What follows belongs to an exercise in optimizing a design on an open flow for small area, a short achievable clock period and few clock cycles per item; a production flow would make more cautious choices. Only simulation tests tie the RTL to the original design; equivalence was not proved.

==> inputs of violet <==
## instr_exec_seq
module instr_exec_seq
#(
  parameter int DIV_EN = 1
) (
  input  logic         clk,
  input  logic         reset_n,
  input  logic         start,
  input  instr_register_pkg::address_t     start_addr,
  input  logic [5:0]   count,
  output instr_register_pkg::address_t     read_pointer,
  input  instr_register_pkg::instruction_t instruction_word,
  output logic         busy,
  output logic         done,
  output logic         res_valid,
  input  logic         res_ready,
  output instr_register_pkg::address_t     res_addr,
  output instr_register_pkg::opcode_t      res_opcode,
  output instr_register_pkg::result_t      res_value,
  output logic         res_err
);
export LEC_CHECK = 0
export CAP_MARGIN = 20
export CORE_MARGIN = 2
export CORE_UTILIZATION = 50
export PLACE_DENSITY = 0.65
export SLEW_MARGIN = 20
create_clock -name core_clock -period 240.0 [get_ports {clk}]
standard.sh (not shown) runs the stock make flow with config.mk's settings and CLKGATE_MAP_FILE= SYNTH_SCRIPT=/design/flow/synth_recipe.tcl, a recipe that flattens the netlist after the stock synthesis.
==> flow/flow/run.sh <==
#!/bin/bash
set -euo pipefail
bash standard.sh "BUFFER_PORTS_ARGS=-buffer_cell sky130_fd_sc_hd__buf_1" finish > flow_make.log 2>&1
==> inputs of harbor, as changes to violet <==
--- a/flow/design.v
+++ b/flow/design.v
@@ -90,13 +90,13 @@
   assign s32 = t32;
   assign xo  = mul ? {t33, t32, t[31:2]} : {(co ? t[30:0] : x[30:0]), dbit};
 endmodule
 module instr_sel2 (
   input  logic         s,
-  input  logic [24:0]  a1,
-  input  logic [24:0]  a0,
-  output logic [24:0]  y
+  input  logic [18:0]  a1,
+  input  logic [18:0]  a0,
+  output logic [18:0]  y
 );
   assign y = s ? a1 : a0;
 endmodule
 module instr_sel4 (
   input  logic         s,
@@ -132,24 +132,24 @@
   output logic         res_err
 );
   localparam logic [3:0] LAST_DIV = 4'd9;    
   localparam logic [3:0] LAST_MUL = 4'd4;    
   logic [2:0]  cap_opc;
-  logic [31:0] cap_a;
+  logic [31:0] cap_a;       
+  logic        sa_q;        
   logic [31:0] cap_b;
   logic        cap_ok;      
-  logic        adv;         
   logic [5:0]  to_issue;    
   logic        it;          
   logic        post;        
   logic [3:0]  cnt;
   logic [3:0]  ext;         
   logic        bprev;       
   logic [63:0] w;
   logic [4:0]  rp;
   logic        busy_q, rv, rv_c;
-  logic [7:0]  rv_g;
+  logic [1:0]  rv_g;        
   logic unused_res;
   assign unused_res = ^instruction_word.res;
   assign read_pointer = rp;
   assign res_value    = w;
   logic c_pa, c_pb, c_add, c_sub, c_mul, c_dm, c_isdiv, c_mod;
@@ -184,11 +184,11 @@
   logic quick;   
   assign quick = c_mul ? (az | bz) : (bz | a_lt_b);
   logic [31:0] pv;
   logic        pneg;
   assign pv   = c_isdiv ? w[35:4] : {1'b0, ext, w[63:37]};
-  assign pneg = c_isdiv ? (sa ^ sb) : sa;
+  assign pneg = c_isdiv ? (sa_q ^ sb) : sa_q;
   logic        xa, yb, ya, sci;
   logic [31:0] ss;
   logic        s32;
   assign xa  = ~post & (c_pa | c_add | c_sub | (c_mod & ~bz & a_lt_b));
   assign yb  = ~post & (c_pb | c_add | c_sub);
@@ -232,11 +232,11 @@
   instr_step #(.FAST(8)) u_st2 (.mul(c_mul), .x(x2), .b(cap_b), .one(o2), .two(t2), .yo(32'd0), .yos(1'b0),
                     .neg(n2), .dbit(it ? w[33] : ss[29]), .xo(x3), .pb(p2), .q(q2), .s(), .s32());
   logic [30:0] rem;
   logic        fast;
   assign rem  = {ext, w[63:37]};
-  assign fast = it & c_dm & (cnt <= 4'd6) & tb[9] & (&(~rem | {9'd0, tb[31:10]}));
+  assign fast = it & c_dm & (cnt <= 4'd6) & (&(~w[36:28] | tb[9:1])) & (&(~rem | {9'd0, tb[31:10]}));
   logic [67:0] chain;
   assign chain = c_mul ? {x3, p2, p1, p0, w[35:6]}
                        : {x3, w[32:4], q0, q1, q2, w[3:0]};
   logic pending, issue_s, issue_i, issue, finish, consumed;
   logic c_iter;
@@ -245,61 +245,31 @@
   assign issue_s  = pending & ~c_iter;
   assign issue_i  = pending &  c_iter;
   assign issue    = issue_s | issue_i;
   assign finish   = (it & last & c_mul) | post;
   assign consumed = issue_s | finish;
-  logic penult;
-  assign penult = c_mul ? (it & (cnt == LAST_MUL - 4'd1)) : (it & last);
   logic [4:0] rp_inc, rp_dec;
+  logic       cap_ld;
   assign rp_inc = rp + 5'd1;
   assign rp_dec = rp - 5'd1;
-  logic [4:0] rp_n   [2][2];    
-  logic       adv_n  [2][2];
-  logic       ok_n   [2];
-  always_comb begin
-    for (int r = 0; r < 2; r++) begin
-      logic st, fsel, akeep;
-      logic [4:0] rkeep;
-      st = rv & (r == 0);
-      if (st) begin
-        fsel  = ~cap_ok;
-        rkeep = adv ? rp_dec : rp;
-        akeep = adv;
-        ok_n[r] = ~cap_ok | ~adv;
-      end else begin
-        fsel  = ~cap_ok | (consumed & adv);
-        rkeep = consumed ? rp_inc : adv ? rp_dec : penult ? rp_inc : rp;
-        akeep = (~consumed & ~adv & penult) | adv;
-        ok_n[r] = ~cap_ok | ~(consumed ^ adv);
-      end
-      rp_n[r][1]  = fsel ? rp     : rkeep;
-      rp_n[r][0]  = fsel ? rp_inc : rkeep;
-      adv_n[r][1] = fsel ? 1'b0   : akeep;
-      adv_n[r][0] = fsel ? 1'b1   : akeep;
-    end
-  end
+  assign cap_ld = ~cap_ok | issue_s | finish;
   logic lastbeat;
   assign lastbeat = rv & (to_issue == 6'd0);   
-  localparam int NL = 25;
+  localparam int NL = 19;
   logic [NL-1:0] late1, late0, late;
   logic          n_ok, n_it, n_rv, n_busy, n_done, n_rvo, n_busyo, n_rvc, go;
-  logic [7:0]    n_rvg, wde;
+  logic [1:0]    n_rvg, wde;
   logic          newres;
   assign newres = issue_s | finish;
-  assign late1 = {ok_n[1], issue_i | (it & ~last), newres, ~lastbeat, lastbeat,
-                  newres, ~(res_valid & (to_issue == 6'd0)), {8{newres}}, newres,
-                  8'hff, issue};
-  assign late0 = {ok_n[0], (issue_i & ~rv) | (it & ~last), rv | newres, 1'b1, 1'b0,
-                  res_valid | newres, 1'b1, rv_g | {8{newres}}, rv_c | newres,
+  assign late1 = {1'b1, issue_i | (it & ~last), newres, ~lastbeat, lastbeat,
+                  newres, ~(res_valid & (to_issue == 6'd0)), {2{newres}}, newres,
+                  2'b11, issue};
+  assign late0 = {~(issue & rv), (issue_i & ~rv) | (it & ~last), rv | newres, 1'b1, 1'b0,
+                  res_valid | newres, 1'b1, rv_g | {2{newres}}, rv_c | newres,
                   ~rv_g, issue & ~rv_c};
   instr_sel2 u_late (.s(res_ready), .a1(late1), .a0(late0), .y(late));
   assign {n_ok, n_it, n_rv, n_busy, n_done, n_rvo, n_busyo, n_rvg, n_rvc, wde, go} = late;
-  logic [5:0] fetch_n;
-  instr_sel4 u_fetch (.s(res_ready), .opc(instruction_word.opc),
-                               .a11({rp_n[1][1], adv_n[1][1]}), .a10({rp_n[1][0], adv_n[1][0]}),
-                               .a01({rp_n[0][1], adv_n[0][1]}), .a00({rp_n[0][0], adv_n[0][0]}),
-                               .y(fetch_n));
   always_ff @(posedge clk or negedge reset_n) begin
     if (!reset_n) begin
       busy_q    <= 1'b0;
       done      <= 1'b0;
       rv        <= 1'b0;
@@ -323,22 +293,26 @@
         done      <= n_done;
       end
     end
   end
   always_ff @(posedge clk) begin
-    cap_opc <= instruction_word.opc;
-    cap_a   <= instruction_word.op_a;
-    cap_b   <= instruction_word.op_b;
+    cap_a <= instruction_word.op_a;
+    if (cap_ld) begin
+      cap_opc <= instruction_word.opc;
+      cap_b   <= instruction_word.op_b;
+    end
     if (!busy_q) begin
       rp       <= start_addr;
       to_issue <= count;
     end else begin
-      {rp, adv} <= fetch_n;
+      if (!n_ok)       rp <= rp_dec;    
+      else if (cap_ld) rp <= rp_inc;
       if (go) to_issue <= to_issue - 6'd1;
     end
     if (go) begin
-      res_addr   <= adv ? rp_dec : rp;
+      sa_q       <= sa;
+      res_addr   <= rp_dec;
       res_opcode <= instr_register_pkg::opcode_t'(cap_opc);
       res_err    <= c_dm & bz;
     end
     if (issue_i && go) cnt <= 4'd0;
     else if (it)       cnt <= cnt + (fast ? 4'd3 : 4'd1);
@@ -355,28 +329,28 @@
   end
   genvar gb;
   generate
     for (gb = 0; gb < 8; gb = gb + 1) begin : g_wb
       always_ff @(posedge clk) begin
-        if (wde[gb]) w[8*gb+7:8*gb] <= w_nx[8*gb+7:8*gb];
+        if (wde[gb/4]) w[8*gb+7:8*gb] <= w_nx[8*gb+7:8*gb];
       end
     end
   endgenerate
   always_ff @(posedge clk) begin
-    if (wde[7]) ext   <= w_nx[67:64];
+    if (wde[1]) ext   <= w_nx[67:64];
     if (wde[0]) bprev <= bprev_nx;
   end
   always_ff @(posedge clk or negedge reset_n) begin
     if (!reset_n) begin
       busy      <= 1'b0;
       res_valid <= 1'b0;
-      rv_g      <= 8'd0;
+      rv_g      <= 2'd0;
       rv_c      <= 1'b0;
     end else if (!busy_q) begin
       busy      <= start & ~done & (count != 6'd0);
       res_valid <= 1'b0;
-      rv_g      <= 8'd0;
+      rv_g      <= 2'd0;
       rv_c      <= 1'b0;
     end else begin
       busy      <= n_busyo;
       res_valid <= n_rvo;
       rv_g      <= n_rvg;
ABC_AREA = 1   (was default)
CTS_CLUSTER_DIAMETER = 200   (was default)
CTS_CLUSTER_SIZE = 40   (was default)
==> inputs of yarrow, as changes to violet <==
--- a/flow/design.v
+++ b/flow/design.v
@@ -135,11 +135,10 @@
   localparam logic [3:0] LAST_MUL = 4'd4;    
   logic [2:0]  cap_opc;
   logic [31:0] cap_a;
   logic [31:0] cap_b;
   logic        cap_ok;      
-  logic        adv;         
   logic [5:0]  to_issue;    
   logic        it;          
   logic        post;        
   logic [3:0]  cnt;
   logic [3:0]  ext;         
@@ -232,11 +231,11 @@
   instr_step #(.FAST(8)) u_st2 (.mul(c_mul), .x(x2), .b(cap_b), .one(o2), .two(t2), .yo(32'd0), .yos(1'b0),
                     .neg(n2), .dbit(it ? w[33] : ss[29]), .xo(x3), .pb(p2), .q(q2), .s(), .s32());
   logic [30:0] rem;
   logic        fast;
   assign rem  = {ext, w[63:37]};
-  assign fast = it & c_dm & (cnt <= 4'd6) & tb[9] & (&(~rem | {9'd0, tb[31:10]}));
+  assign fast = it & c_dm & (cnt <= 4'd6) & (&(~w[36:28] | tb[9:1])) & (&(~rem | {9'd0, tb[31:10]}));
   logic [67:0] chain;
   assign chain = c_mul ? {x3, p2, p1, p0, w[35:6]}
                        : {x3, w[32:4], q0, q1, q2, w[3:0]};
   logic pending, issue_s, issue_i, issue, finish, consumed;
   logic c_iter;
@@ -245,61 +244,31 @@
   assign issue_s  = pending & ~c_iter;
   assign issue_i  = pending &  c_iter;
   assign issue    = issue_s | issue_i;
   assign finish   = (it & last & c_mul) | post;
   assign consumed = issue_s | finish;
-  logic penult;
-  assign penult = c_mul ? (it & (cnt == LAST_MUL - 4'd1)) : (it & last);
   logic [4:0] rp_inc, rp_dec;
+  logic       cap_ld;
   assign rp_inc = rp + 5'd1;
   assign rp_dec = rp - 5'd1;
-  logic [4:0] rp_n   [2][2];    
-  logic       adv_n  [2][2];
-  logic       ok_n   [2];
-  always_comb begin
-    for (int r = 0; r < 2; r++) begin
-      logic st, fsel, akeep;
-      logic [4:0] rkeep;
-      st = rv & (r == 0);
-      if (st) begin
-        fsel  = ~cap_ok;
-        rkeep = adv ? rp_dec : rp;
-        akeep = adv;
-        ok_n[r] = ~cap_ok | ~adv;
-      end else begin
-        fsel  = ~cap_ok | (consumed & adv);
-        rkeep = consumed ? rp_inc : adv ? rp_dec : penult ? rp_inc : rp;
-        akeep = (~consumed & ~adv & penult) | adv;
-        ok_n[r] = ~cap_ok | ~(consumed ^ adv);
-      end
-      rp_n[r][1]  = fsel ? rp     : rkeep;
-      rp_n[r][0]  = fsel ? rp_inc : rkeep;
-      adv_n[r][1] = fsel ? 1'b0   : akeep;
-      adv_n[r][0] = fsel ? 1'b1   : akeep;
-    end
-  end
+  assign cap_ld = ~cap_ok | issue_s | finish;
   logic lastbeat;
   assign lastbeat = rv & (to_issue == 6'd0);   
   localparam int NL = 25;
   logic [NL-1:0] late1, late0, late;
   logic          n_ok, n_it, n_rv, n_busy, n_done, n_rvo, n_busyo, n_rvc, go;
   logic [7:0]    n_rvg, wde;
   logic          newres;
   assign newres = issue_s | finish;
-  assign late1 = {ok_n[1], issue_i | (it & ~last), newres, ~lastbeat, lastbeat,
+  assign late1 = {1'b1, issue_i | (it & ~last), newres, ~lastbeat, lastbeat,
                   newres, ~(res_valid & (to_issue == 6'd0)), {8{newres}}, newres,
                   8'hff, issue};
-  assign late0 = {ok_n[0], (issue_i & ~rv) | (it & ~last), rv | newres, 1'b1, 1'b0,
+  assign late0 = {~(issue_s & rv), (issue_i & ~rv) | (it & ~last), rv | newres, 1'b1, 1'b0,
                   res_valid | newres, 1'b1, rv_g | {8{newres}}, rv_c | newres,
                   ~rv_g, issue & ~rv_c};
   instr_sel2 u_late (.s(res_ready), .a1(late1), .a0(late0), .y(late));
   assign {n_ok, n_it, n_rv, n_busy, n_done, n_rvo, n_busyo, n_rvg, n_rvc, wde, go} = late;
-  logic [5:0] fetch_n;
-  instr_sel4 u_fetch (.s(res_ready), .opc(instruction_word.opc),
-                               .a11({rp_n[1][1], adv_n[1][1]}), .a10({rp_n[1][0], adv_n[1][0]}),
-                               .a01({rp_n[0][1], adv_n[0][1]}), .a00({rp_n[0][0], adv_n[0][0]}),
-                               .y(fetch_n));
   always_ff @(posedge clk or negedge reset_n) begin
     if (!reset_n) begin
       busy_q    <= 1'b0;
       done      <= 1'b0;
       rv        <= 1'b0;
@@ -323,22 +292,25 @@
         done      <= n_done;
       end
     end
   end
   always_ff @(posedge clk) begin
-    cap_opc <= instruction_word.opc;
-    cap_a   <= instruction_word.op_a;
-    cap_b   <= instruction_word.op_b;
+    if (cap_ld) begin
+      cap_opc <= instruction_word.opc;
+      cap_a   <= instruction_word.op_a;
+      cap_b   <= instruction_word.op_b;
+    end
     if (!busy_q) begin
       rp       <= start_addr;
       to_issue <= count;
     end else begin
-      {rp, adv} <= fetch_n;
+      if (!n_ok)       rp <= rp_dec;    
+      else if (cap_ld) rp <= rp_inc;
       if (go) to_issue <= to_issue - 6'd1;
     end
     if (go) begin
-      res_addr   <= adv ? rp_dec : rp;
+      res_addr   <= rp_dec;
       res_opcode <= instr_register_pkg::opcode_t'(cap_opc);
       res_err    <= c_dm & bz;
     end
     if (issue_i && go) cnt <= 4'd0;
     else if (it)       cnt <= cnt + (fast ? 4'd3 : 4'd1);
==> comparison table <==
Total of flip-flops plus latches after synthesis: violet 178; harbor 172; yarrow 177
Wire length of the first global-routing pass: violet 102.2 mm; harbor 108.4 mm; yarrow 106.1 mm
GP Congestion: violet 1.024; harbor 1.029; yarrow 1.062
Via Count: violet 17,180; harbor 17,580; yarrow 17,090
Crit path capture: violet rp[2]; harbor res_value[36]; yarrow res_value[38]
Core footprint: violet 33,620 um^2; harbor 32,450 um^2; yarrow 34,460 um^2
Detailed Route WL: violet 68.91 mm; harbor 75.52 mm; yarrow 73.46 mm
Worst reg2reg path startpoint: violet cap_b[26]; harbor cap_a[31]; yarrow cap_b[22]
Hold-critical path depth: violet 1; harbor 2; yarrow 1
Number of multi-input logic gates: violet 1,593; harbor 1,583; yarrow 1,540
Worst Clk Skew: violet 0.01672 ns; harbor 0.01578 ns; yarrow 0.01558 ns
Max transition margin: violet 0.3623; harbor 0.3603; yarrow 0.3263
Number of rows created at floorplan: violet 67; harbor 66; yarrow 68
Result of the run: violet timing/DRC/antenna clean; harbor timing/DRC/antenna clean; yarrow timing/DRC/antenna clean
Footprint of the multi-input gates: violet 11,640 um^2; harbor 10,090 um^2; yarrow 11,300 um^2
Inverter count of the layout excluding clock inverters: violet 57; harbor 286; yarrow 55
Clock latency on the worst-skew pair: violet 0.46 ns; harbor 0.48 ns; yarrow 0.47 ns
Clock sink count: violet 178; harbor 172; yarrow 177
Placed cell count: violet 2,478; harbor 2,679; yarrow 2,426
Fraction of registers with async set/reset: violet 0.09551; harbor 0.06395; yarrow 0.09605
Initial cell density of the core: violet 0.5095; harbor 0.5075; yarrow 0.5065
Simple logic cell fraction of the synthesized area: violet 0.1667; harbor 0.1923; yarrow 0.1564
Sequential cell count: violet 178; harbor 172; yarrow 177
Testbench counts of violet, summed over its fixed seeds: cycles 19,239, items 6,353.
Testbench counts of harbor, summed over its fixed seeds: cycles 17,563, items 6,353.
Testbench counts of yarrow, summed over its fixed seeds: cycles 17,563, items 6,353.

what the ideal ports hide:
No port has a modelled driver above. Below, the same layouts with a new extraction and two added sets of constraints. Step 1 (the two cells are an assumption about what drives the block):
set clk [get_ports {clk}]
set_driving_cell -lib_cell sky130_fd_sc_hd__clkbuf_16 $clk
set_driving_cell -lib_cell sky130_fd_sc_hd__buf_2 [delete_from_list [all_inputs] $clk]
Step 2 also shifts input and output timing later by t, the mid clock arrival at the registers, as if the neighbouring blocks saw the same clock. Three values: no drivers, after step 1, after step 2; two values: the first two.
run	t (ns)	setup slack, ns	worst setup path at the end	pins driven straight from the clock port
violet	0.510	190.399 / 190.435 / 189.926	input to register	1
harbor	0.527	190.493 / 190.442 / 190.285	input to register	1
yarrow	0.520	190.417 / 190.360 / 190.049	input to register	1
After both steps setup and hold are still met in every run listed. For violet, which loses most, drivers alone change the setup slack by +0.036 ns; drivers and shift together by -0.473 ns.
